Context: an optimization exercise on an open-source flow, tuned for a short achievable clock period and few clock cycles per item. The choices shown serve that exercise and are no tape-out recipe.
At most, simulation tests tie the RTL to the original design; equivalence was not proved.
Power is estimated from default activity; no workload was simulated.

Design rvfe_top, start of the top module:
module rvfe_top #(
    parameter fe_pkg::addr_t RST_PC = 64'h400000
) (
    input  logic        clk,
    input  logic        rst,
    output logic        icache_req,
    output logic [63:0] icache_addr,
    input  logic        icache_done,
    input  logic [63:0] icache_data,
    output logic        dec_valid,
    output logic [63:0] dec_pc,
    output logic [4:0]  dec_opcode,
    output logic [2:0]  dec_funct3,
    output logic [6:0]  dec_funct7,
    output logic [63:0] dec_imm,
    output logic [4:0]  dec_rs1,
    output logic [4:0]  dec_rs2,
    output logic [4:0]  dec_rd,
    output logic        dec_compressed,
    output logic        dec_illegal,
    input  logic        dec_ready
);
Size: about 5,000 cells after synthesis.
==> flow/config.mk <==
export PLATFORM = sky130hd
export DESIGN_NAME = rvfe_top
export DESIGN_NICKNAME = rvfe_top
export VERILOG_FILES = /design/flow/design.v
export SDC_FILE = /design/flow/constraint.sdc
export NUM_CORES = 4
export LEC_CHECK = 0
export CAP_MARGIN = 20
export CORE_MARGIN = 2
export CORE_UTILIZATION = 60
export PLACE_DENSITY = 0.75
export SETUP_SLACK_MARGIN = 5.0
export SLEW_MARGIN = 20
==> flow/constraint.sdc <==
create_clock -name core_clock -period 7.5 [get_ports {clk}]
set_input_delay 1.5000 -clock core_clock [delete_from_list [all_inputs] [get_ports {clk}]]
set_output_delay 1.5000 -clock core_clock [all_outputs]
set_load 0.01 [all_outputs]
standard.sh (not shown) runs the stock make flow with config.mk's settings and CLKGATE_MAP_FILE= SYNTH_SCRIPT=/design/flow/synth_recipe.tcl, a recipe that flattens the netlist after the stock synthesis.
==> flow/flow/run.sh <==
#!/bin/bash
# Standard ORFS layout, with two sizing choices changed: port buffers are
# sky130_fd_sc_hd__buf_4 (not the default delay-cell buffer) and the resizer
# may change a cell's footprint when it sizes it.
set -euo pipefail
bash standard.sh MATCH_CELL_FOOTPRINT=0 \
    "BUFFER_PORTS_ARGS=-buffer_cell sky130_fd_sc_hd__buf_4" \
    finish > standard_make.log 2>&1
The first run completed without violations.
Testbench counts at the start, summed over its fixed seeds: cycles 20,306, instrs 16,000.
Then changed:
Settings changed: SETUP_SLACK_MARGIN 5.0 to 4.8.
Outcome:
- The new run completed with no timing, DRC or antenna violations
- design area went down by 7.2%
- worst setup slack gains 0.062 ns
- power falls by 1.6%
- routed wire length fell by about 12%
- global-route usage came out lower by 3.4 points
- final cell count shrinks by 3.7%
- count of clock-buffer cells in the layout grows by 22
- sequential power stays flat
- combinational power fell by about 6%
- die area does not change

## ember
rvfe_top, a different RTL version from the one above (not shown whole).
Size in the first run: roughly 5800 cells after synthesis, ~800 flip-flops, ~290 I/O pins, ~48000 um2 of cells after synthesis.
## rvfe_top
module rvfe_top #(
    parameter fe_pkg::addr_t RST_PC = 64'h400000
) (
    input  logic        clk,
    input  logic        rst,
    output logic        icache_req,
    output logic [63:0] icache_addr,
    input  logic        icache_done,
    input  logic [63:0] icache_data,
    output logic        dec_valid,
    output logic [63:0] dec_pc,
    output logic [4:0]  dec_opcode,
    output logic [2:0]  dec_funct3,
    output logic [6:0]  dec_funct7,
    output logic [63:0] dec_imm,
    output logic [4:0]  dec_rs1,
    output logic [4:0]  dec_rs2,
    output logic [4:0]  dec_rd,
    output logic        dec_compressed,
    output logic        dec_illegal,
    input  logic        dec_ready
);
    logic               space4;
    logic               space8;
    logic               blk_valid;
    fe_pkg::xword_t     blk_data;
    logic               room;
    logic               emit;
    logic               x_valid;
    rv_isa_pkg::instr_t x_ir;
    logic               x_cmp;
    fe_pkg::decoded_t   dec;
    assign dec_valid      = dec.valid;
    assign dec_pc         = dec.pc;
    assign dec_opcode     = dec.opcode;
    assign dec_funct3     = dec.funct3;
    assign dec_funct7     = dec.funct7;
    assign dec_imm        = dec.imm;
    assign dec_rs1        = dec.rs1;
    assign dec_rs2        = dec.rs2;
    assign dec_rd         = dec.rd;
    assign dec_compressed = dec.compressed;
    assign dec_illegal    = dec.illegal;
    fe_fetch #(
  ...
export LEC_CHECK = 0
export CAP_MARGIN = 20
export CORE_MARGIN = 2
export CORE_UTILIZATION = 60
export PLACE_DENSITY = 0.75
export SETUP_SLACK_MARGIN = 5.0
export SLEW_MARGIN = 20
create_clock -name core_clock -period 7.5 [get_ports {clk}]
Scripts as last shown in full above: flow/flow/run.sh
ember did not stop at any stage, and its layout met the timing, design-rule and antenna checks.
Testbench counts of ember, summed over its fixed seeds: cycles 20,306, instrs 16,000.
Input changes introduced in garnet (baseline for comparison: ember):
Settings: SETUP_SLACK_MARGIN changed from 5.0 to 4.8.
Notes after the runs:
- ember has lower sequential share of layout area than garnet.
- Routed wire in garnet totals less than in ember.
- Between garnet and ember, non-clock buffer count is lower for garnet, ember comes in above that.
- Taking ember as the reference, in garnet number of vias in the routed layout fell by 2.9%, quantity of gates resized following cts fell by 319.
- Relative to ember, the register area of garnet is lower by 0.82%.
- dec_imm[33] as the end of the critical path was reported by ember, and u_align.w_q[246] by garnet.

## the reference run
rvfe_top, a different RTL version from the one above (not shown whole).
Size: ~3,900 cells after synthesis, about 540 flip-flops, ~0.033 sq mm of cells after synthesis.
==> flow/config.mk <==
export PLATFORM = sky130hd
export DESIGN_NAME = rvfe_top
export DESIGN_NICKNAME = rvfe_top
export VERILOG_FILES = /design/flow/design.v
export SDC_FILE = /design/flow/constraint.sdc
export NUM_CORES = 4
export LEC_CHECK = 0
export CAP_MARGIN = 20
export CORE_MARGIN = 2
export CORE_UTILIZATION = 40
export PLACE_DENSITY = 0.6
export SETUP_SLACK_MARGIN = 4.8
export SLEW_MARGIN = 20
==> flow/constraint.sdc <==
create_clock -name core_clock -period 7.5 [get_ports {clk}]
set_input_delay 1.5000 -clock core_clock [delete_from_list [all_inputs] [get_ports {clk}]]
set_output_delay 1.5000 -clock core_clock [all_outputs]
set_load 0.01 [all_outputs]
Scripts as last shown in full above: flow/flow/run.sh
The reference run finished every step from synthesis to the final layout, and the layout passed the timing, design-rule and antenna checks.
> inputs changed (the reference run -> the trial run)
==> flow/run.sh (new file) <==
#!/bin/bash
# synth_recipe.tcl (not shown) runs the flow's synth.tcl, then flattens the netlist and writes it again
# the make line also repeats each setting of config.mk as NAME=value (left out here)
make -C /OpenROAD-flow-scripts/flow DESIGN_CONFIG=/design/flow/config.mk WORK_HOME=/design/flow/orfs CLKGATE_MAP_FILE= SYNTH_SCRIPT=/design/flow/synth_recipe.tcl finish
removed: flow/flow/run.sh
removed: flow/standard.sh
## What came out
Going from the reference run to the trial run, largest vdd supply drop shrinks by 18%. On worst clock skew, the higher figure sits with the trial run, not the reference run. NOTE: final design utilization in the trial run exceeds that of the reference run.
Function was not checked in any run of this note: the RTL went through the layout flow alone.

==> static timing again, ports no longer ideal <==
In the flow no input, the clock included, has a driving cell. The finished layouts below were timed again as built, in two steps. Step 1 (the two cells are an assumption about what drives the block):
set clk [get_ports {clk}]
set_driving_cell -lib_cell sky130_fd_sc_hd__clkbuf_16 $clk
set_driving_cell -lib_cell sky130_fd_sc_hd__buf_2 [delete_from_list [all_inputs] $clk]
Step 2 moves the port delays by t, midway between the first and last clock arrival at a register: inputs arrive t later, outputs are due t later. That takes back most of the time a late clock gives input paths. a / b / c = ideal / step 1 / step 2; a / b = the first two.
run	t, ns	setup slack, ns	worst data-port slew with drivers (ns)	cell pins on the clock port's net
the first run of note 1	0.688	4.695 / 4.672 / 4.035	0.27	1
the second run of note 1	0.685	4.757 / 4.686 / 4.115	0.28	1
ember	0.724	4.789 / 4.717 / 4.229	0.22	1
garnet	0.719	4.718 / 4.660 / 3.953	0.22	1
the reference run	0.697	4.637 / 4.565 / 4.018	0.10	1
the trial run	0.690	4.489 / 4.423 / 4.060	0.14	1
After both steps every run listed still meets setup and hold. For garnet, which loses most, drivers alone change the setup slack by -0.058 ns; drivers and shift together by -0.765 ns.
